Background: an optimization exercise with open tools, aiming at small area, a short achievable clock period and few clock cycles. Do not read the settings as production practice. The RTL was checked by simulation tests, not by an equivalence proof against the original design. No activity file was given, so power comes from the tool's default toggle rates.

// stream_find_and_replace
module stream_find_and_replace (
   input  wire logic        clock,
   input  wire logic        reset,
   input  wire logic        in_valid,
   output logic             in_ready,
   input  wire logic [7:0]  in_byte,
   input  wire logic        in_last,
   output logic             out_valid,
   input  wire logic        out_ready,
   output logic      [7:0]  out_byte,
   output logic             out_last,
   input  wire logic        csr_psel,
   input  wire logic        csr_penable,
   input  wire logic        csr_pwrite,
   input  wire logic [4:0]  csr_paddr,
   input  wire logic [63:0] csr_pwdata,
   output logic      [63:0] csr_prdata,
   output logic             csr_pready
);
Size in the first run: about 270 flip-flops, roughly 160 I/O pins, about 13,000 um^2 of cells after synthesis.
clock: 4.8 ns
lec_check: 0
cap_margin: 20
core_margin: 2
core_utilization: 40
setup_slack_margin: 2.3
slew_margin: 20
standard.sh (not shown) runs the stock make flow with config.mk's settings and CLKGATE_MAP_FILE= SYNTH_SCRIPT=/design/flow/synth_recipe.tcl, a recipe that flattens the netlist after the stock synthesis.
==> flow/flow/run.sh <==
#!/bin/bash
# Layout flow: the standard flow (standard.sh), with the port buffers that ORFS inserts
# on every input and output made of sky130_fd_sc_hd__buf_1 instead of the default cell.
# The full make output goes to flow_make.log in the work folder; ORFS's per-step logs stay
# under orfs/logs.
set -euo pipefail
bash standard.sh "BUFFER_PORTS_ARGS=-buffer_cell sky130_fd_sc_hd__buf_1" finish > flow_make.log 2>&1
Testbench counts at the start, summed over its fixed seeds: cycles 77,401.
Change:
- CORE_UTILIZATION: 40 -> 65
What happened: Wire length shrinks by a little under a tenth; clock power shrinks by a few percent; core utilization grows by 29 points.

========
The RTL this note starts from:
==> flow/design.v <==
`default_nettype none
package sfr_pkg;
   localparam int BYTE_W = 8;
   localparam int CSR_DATA_W = 64;
   localparam int CSR_ADDR_W = 5;
endpackage
`default_nettype wire
`default_nettype none
module stream_find_and_replace (
   input  wire logic        clock,
   input  wire logic        reset,
   input  wire logic        in_valid,
   output logic             in_ready,
   input  wire logic [7:0]  in_byte,
   input  wire logic        in_last,
   output logic             out_valid,
   input  wire logic        out_ready,
   output logic      [7:0]  out_byte,
   output logic             out_last,
   input  wire logic        csr_psel,
   input  wire logic        csr_penable,
   input  wire logic        csr_pwrite,
   input  wire logic [4:0]  csr_paddr,
   input  wire logic [63:0] csr_pwdata,
   output logic      [63:0] csr_prdata,
   output logic             csr_pready
);
   logic [63:0] pat_q, rep_q;
   logic [3:0]  plen_q, rlen_q;
   logic [2:0]  pm1_q, rm1_q;       
   logic [3:0]  rsel_q;             
   logic        csr_write, wr_pat, wr_plen, wr_rep, wr_rlen;
   logic [63:0] wdata;
   logic [2:0]  wlen_m1;
   assign csr_pready = 1'b1;
   assign csr_write  = csr_psel && csr_penable && csr_pwrite;
   assign wr_pat     = csr_write && (csr_paddr[4:3] == 2'd0);
   assign wr_plen    = csr_write && (csr_paddr[4:3] == 2'd1);
   assign wr_rep     = csr_write && (csr_paddr[4:3] == 2'd2);
   assign wr_rlen    = csr_write && (csr_paddr[4:3] == 2'd3);
   assign wdata      = reset ? 64'd0 : csr_pwdata;
   assign wlen_m1    = (wdata[3:0] == 4'd0) ? 3'd0 : wdata[3] ? 3'd7 : (wdata[2:0] - 3'd1);
   always_ff @(posedge clock) begin
      if (reset || wr_pat) pat_q <= wdata;
      if (reset || wr_rep) rep_q <= wdata;
      if (reset || wr_plen) begin
         plen_q <= {wdata[3:1], wdata[0] | reset};
         pm1_q  <= wlen_m1;
      end
      if (reset || wr_rlen) begin
         rlen_q <= {wdata[3:1], wdata[0] | reset};
         rm1_q  <= wlen_m1;
      end
   end
   always_ff @(posedge clock) begin
      for (int i = 0; i < 4; i++) rsel_q[i] <= (csr_paddr[4:3] == 2'(i));
   end
   always_comb begin
      csr_prdata = ({64{rsel_q[0]}} & pat_q) | ({64{rsel_q[2]}} & rep_q);
      csr_prdata[3:0] = csr_prdata[3:0] | ({4{rsel_q[1]}} & plen_q) | ({4{rsel_q[3]}} & rlen_q);
   end
   logic [7:0] s_q [7];         
   logic [2:0] n_q;             
   logic [6:0] d_q;             
   logic       rp_q;            
   logic       ru_q;            
   logic [2:0] rptr_q;          
   logic       ir_q;            
   logic       rg_q;            
   logic [2:0] idx_q;           
   logic       rgl_q;           
   logic       fg_q;            
   logic       fgl_q;           
   logic       v0_q, v1_q, l0_q, l1_q;
   logic [7:0] b0_q, b1_q;
   logic [7:0] rd;              
   logic [7:0] src;             
   logic [7:0] eq;              
   logic [7:0] dn;              
   logic [7:0] pm1_oh;
   logic       match;
   logic [2:0] rdi;
   assign rdi = rp_q ? rptr_q : (n_q - 3'd1);
   always_comb begin
      rd = s_q[0];
      for (int i = 1; i < 7; i++) if (rdi == 3'(i)) rd = s_q[i];
   end
   assign src = ru_q ? b1_q : in_byte;
   always_comb begin
      for (int j = 0; j < 8; j++) begin
         eq[j]     = (src == pat_q[8*j +: 8]);
         pm1_oh[j] = (pm1_q == 3'(j));
      end
      dn[0] = eq[0];
      for (int j = 1; j < 8; j++) dn[j] = d_q[j-1] & eq[j];
   end
   logic [7:0] msel;
   always_comb begin
      msel[0] = pm1_oh[0] && (n_q == pm1_q);
      for (int j = 1; j < 8; j++) msel[j] = pm1_oh[j] && d_q[j-1] && (n_q == pm1_q);
   end
   assign match = ((msel & eq) != 8'd0);
   logic acc, z, acc_app, acc_res, room, gen_push, pop, push;
   logic rep_push, fl_push, fl_done;
   logic [7:0] pdata;
   logic       plast, sel_rep;
   logic [2:0] n_nx;
   logic       rg_nx, fg_nx, v1_nx, rp_nx, z_nx;
   assign pop      = v0_q && out_ready;
   assign acc      = in_valid && ir_q;
   assign z        = (n_q < pm1_q);                
   assign acc_app  = acc && z;                     
   assign acc_res  = acc && !z;                    
   assign room     = !v1_q;
   assign rep_push = rg_q && room;
   assign fl_push  = !rg_q && fg_q && room;
   assign gen_push = rep_push || fl_push;
   assign push     = acc_res || gen_push;
   assign fl_done  = fgl_q ? (n_q == 3'd1) : (n_q == pm1_q + 3'd1);
   assign sel_rep  = acc_res ? match : rg_q;
   assign pdata    = sel_rep ? rep_q[8*idx_q +: 8] : ((n_q == 3'd0) ? in_byte : rd);
   always_comb begin
      if (acc_res) begin
         if (match) plast = in_last && (rm1_q == 3'd0);
         else       plast = in_last && (n_q == 3'd0);
      end else if (rg_q) begin
         plast = rgl_q && (idx_q == rm1_q);
      end else begin
         plast = fgl_q && (n_q == 3'd1);
      end
   end
   always_comb begin
      n_nx = n_q;
      if (acc_app)                 n_nx = n_q + 3'd1;
      else if (acc_res && match)   n_nx = 3'd0;
      else if (fl_push)            n_nx = n_q - 3'd1;
      rg_nx = rg_q;
      if (acc_res && match)              rg_nx = (rm1_q != 3'd0);
      else if (rep_push && idx_q == rm1_q) rg_nx = 1'b0;
      fg_nx = fg_q;
      if (acc_app && in_last)            fg_nx = 1'b1;
      else if (acc_res && !match)        fg_nx = in_last ? (n_q != 3'd0) : (n_q != pm1_q);
      else if (fl_push && fl_done)       fg_nx = 1'b0;
      v1_nx = v1_q;
      if (pop)                           v1_nx = 1'b0;
      else if (push && v0_q)             v1_nx = 1'b1;
      rp_nx = rp_q;
      if (wr_pat)                        rp_nx = (n_q != 3'd0);
      else if (rp_q && rptr_q == 3'd0)   rp_nx = 1'b0;
      if (acc_app)                 z_nx = ({1'b0, n_q} + 4'd1 < {1'b0, pm1_q});
      else if (acc_res)            z_nx = match && (pm1_q != 3'd0);
      else if (fl_push)            z_nx = ({1'b0, n_q} - 4'd1 < {1'b0, pm1_q});
      else                         z_nx = z;
   end
   always_ff @(posedge clock) begin
      if (acc) begin
         s_q[0] <= in_byte;
         for (int i = 1; i < 7; i++) s_q[i] <= s_q[i-1];
      end
      if (acc || ru_q) d_q <= dn[6:0];
      if (wr_pat)      rptr_q <= n_q - 3'd1;
      else if (rp_q)   rptr_q <= rptr_q - 3'd1;
   end
   always_ff @(posedge clock) begin
      if (reset) begin
         n_q   <= 3'd0;
         rg_q  <= 1'b0;
         idx_q <= 3'd0;
         fg_q  <= 1'b0;
         v0_q  <= 1'b0;
         v1_q  <= 1'b0;
         rp_q  <= 1'b0;
         ru_q  <= 1'b0;
         ir_q  <= 1'b0;
      end else begin
         n_q  <= n_nx;
         rg_q <= rg_nx;
         fg_q <= fg_nx;
         v1_q <= v1_nx;
         rp_q <= rp_nx;
         ru_q <= rp_q && !wr_pat;
         if (acc_res && match)  idx_q <= (rm1_q != 3'd0) ? 3'd1 : 3'd0;
         else if (rep_push)     idx_q <= (idx_q == rm1_q) ? 3'd0 : idx_q + 3'd1;
         if (pop)               v0_q <= v1_q || push;
         else if (push)         v0_q <= 1'b1;
         ir_q <= !rp_nx && !(rp_q && !wr_pat) && !fg_nx && (z_nx || (!rg_nx && !v1_nx));
      end
   end
   always_ff @(posedge clock) begin
      if (acc_res && match) rgl_q <= in_last;
      if (acc) fgl_q <= in_last;
      if (pop ? (v1_q || push) : (push && !v0_q)) begin
         b0_q <= (pop && v1_q) ? b1_q : pdata;
         l0_q <= (pop && v1_q) ? l1_q : plast;
      end
      if (rp_q) begin
         b1_q <= rd;
      end else if (push && v0_q && !(pop && !v1_q)) begin
         b1_q <= pdata;
         l1_q <= plast;
      end
   end
   assign in_ready  = ir_q;
   assign out_valid = v0_q;
   assign out_byte  = b0_q;
   assign out_last  = l0_q;
endmodule
`default_nettype wire
export LEC_CHECK = 0
export CAP_MARGIN = 20
export CORE_MARGIN = 2
export CORE_UTILIZATION = 40
export SLEW_MARGIN = 20
create_clock -name core_clock -period 4.8 [get_ports {clock}]
Scripts as last shown in full above: flow/flow/run.sh
The starting point completed with no timing, DRC or antenna violations.
Testbench counts at the start, summed over its fixed seeds: cycles 77,081.
Change:
- SETUP_SLACK_MARGIN: unset -> 2.0
Clock power climbs by roughly a tenth.
Clock skew hardly moves.
Global-route usage rises by 2.0 points.
Synthesized area is unchanged.
Design area came out higher by a little under a tenth.
Cell count went up by a few percent.
Power increases by a little under a tenth.
Setup slack gains 0.63 ns.
Register-to-register slack improves by 0.63 ns.

## separate check: timing with driven ports
No port has a modelled driver above. Below, the same layouts with a new extraction and two added sets of constraints.
Step 1: set_driving_cell puts a clkbuf_16 on clock and a buf_2 on each other input, an assumption about the parent block.
Step 2 also shifts input and output timing later by t, the mid clock arrival at the registers, as if the neighbouring blocks saw the same clock.
a / b / c = ideal ports / drivers / drivers and shift; a / b = the first two.
run | shift t [ns] | setup slack, ns | worst hold slack (ns) | worst setup path after step 2 | pins driven straight from the clock port
the first run of note 1 | 0.594 | 2.239 / 2.190 / 1.688 | 0.449 / 0.449 / 0.449 | input to register | 1
the second run of note 1 | 0.589 | 2.228 / 2.184 / 1.796 | 0.449 / 0.449 / 0.449 | input to register | 1
the first run of note 2 | 0.589 | 1.229 / 1.229 / 0.812 | 0.442 / 0.442 / 0.442 | input to register | 1
the second run of note 2 | 0.612 | 1.860 / 1.860 / 1.292 | 0.442 / 0.442 / 0.442 | input to register | 1
After both steps every run listed still meets setup and hold. The setup slack of the second run of note 2, which loses most, moves by 0.000 ns with the drivers and by -0.568 ns with both steps.
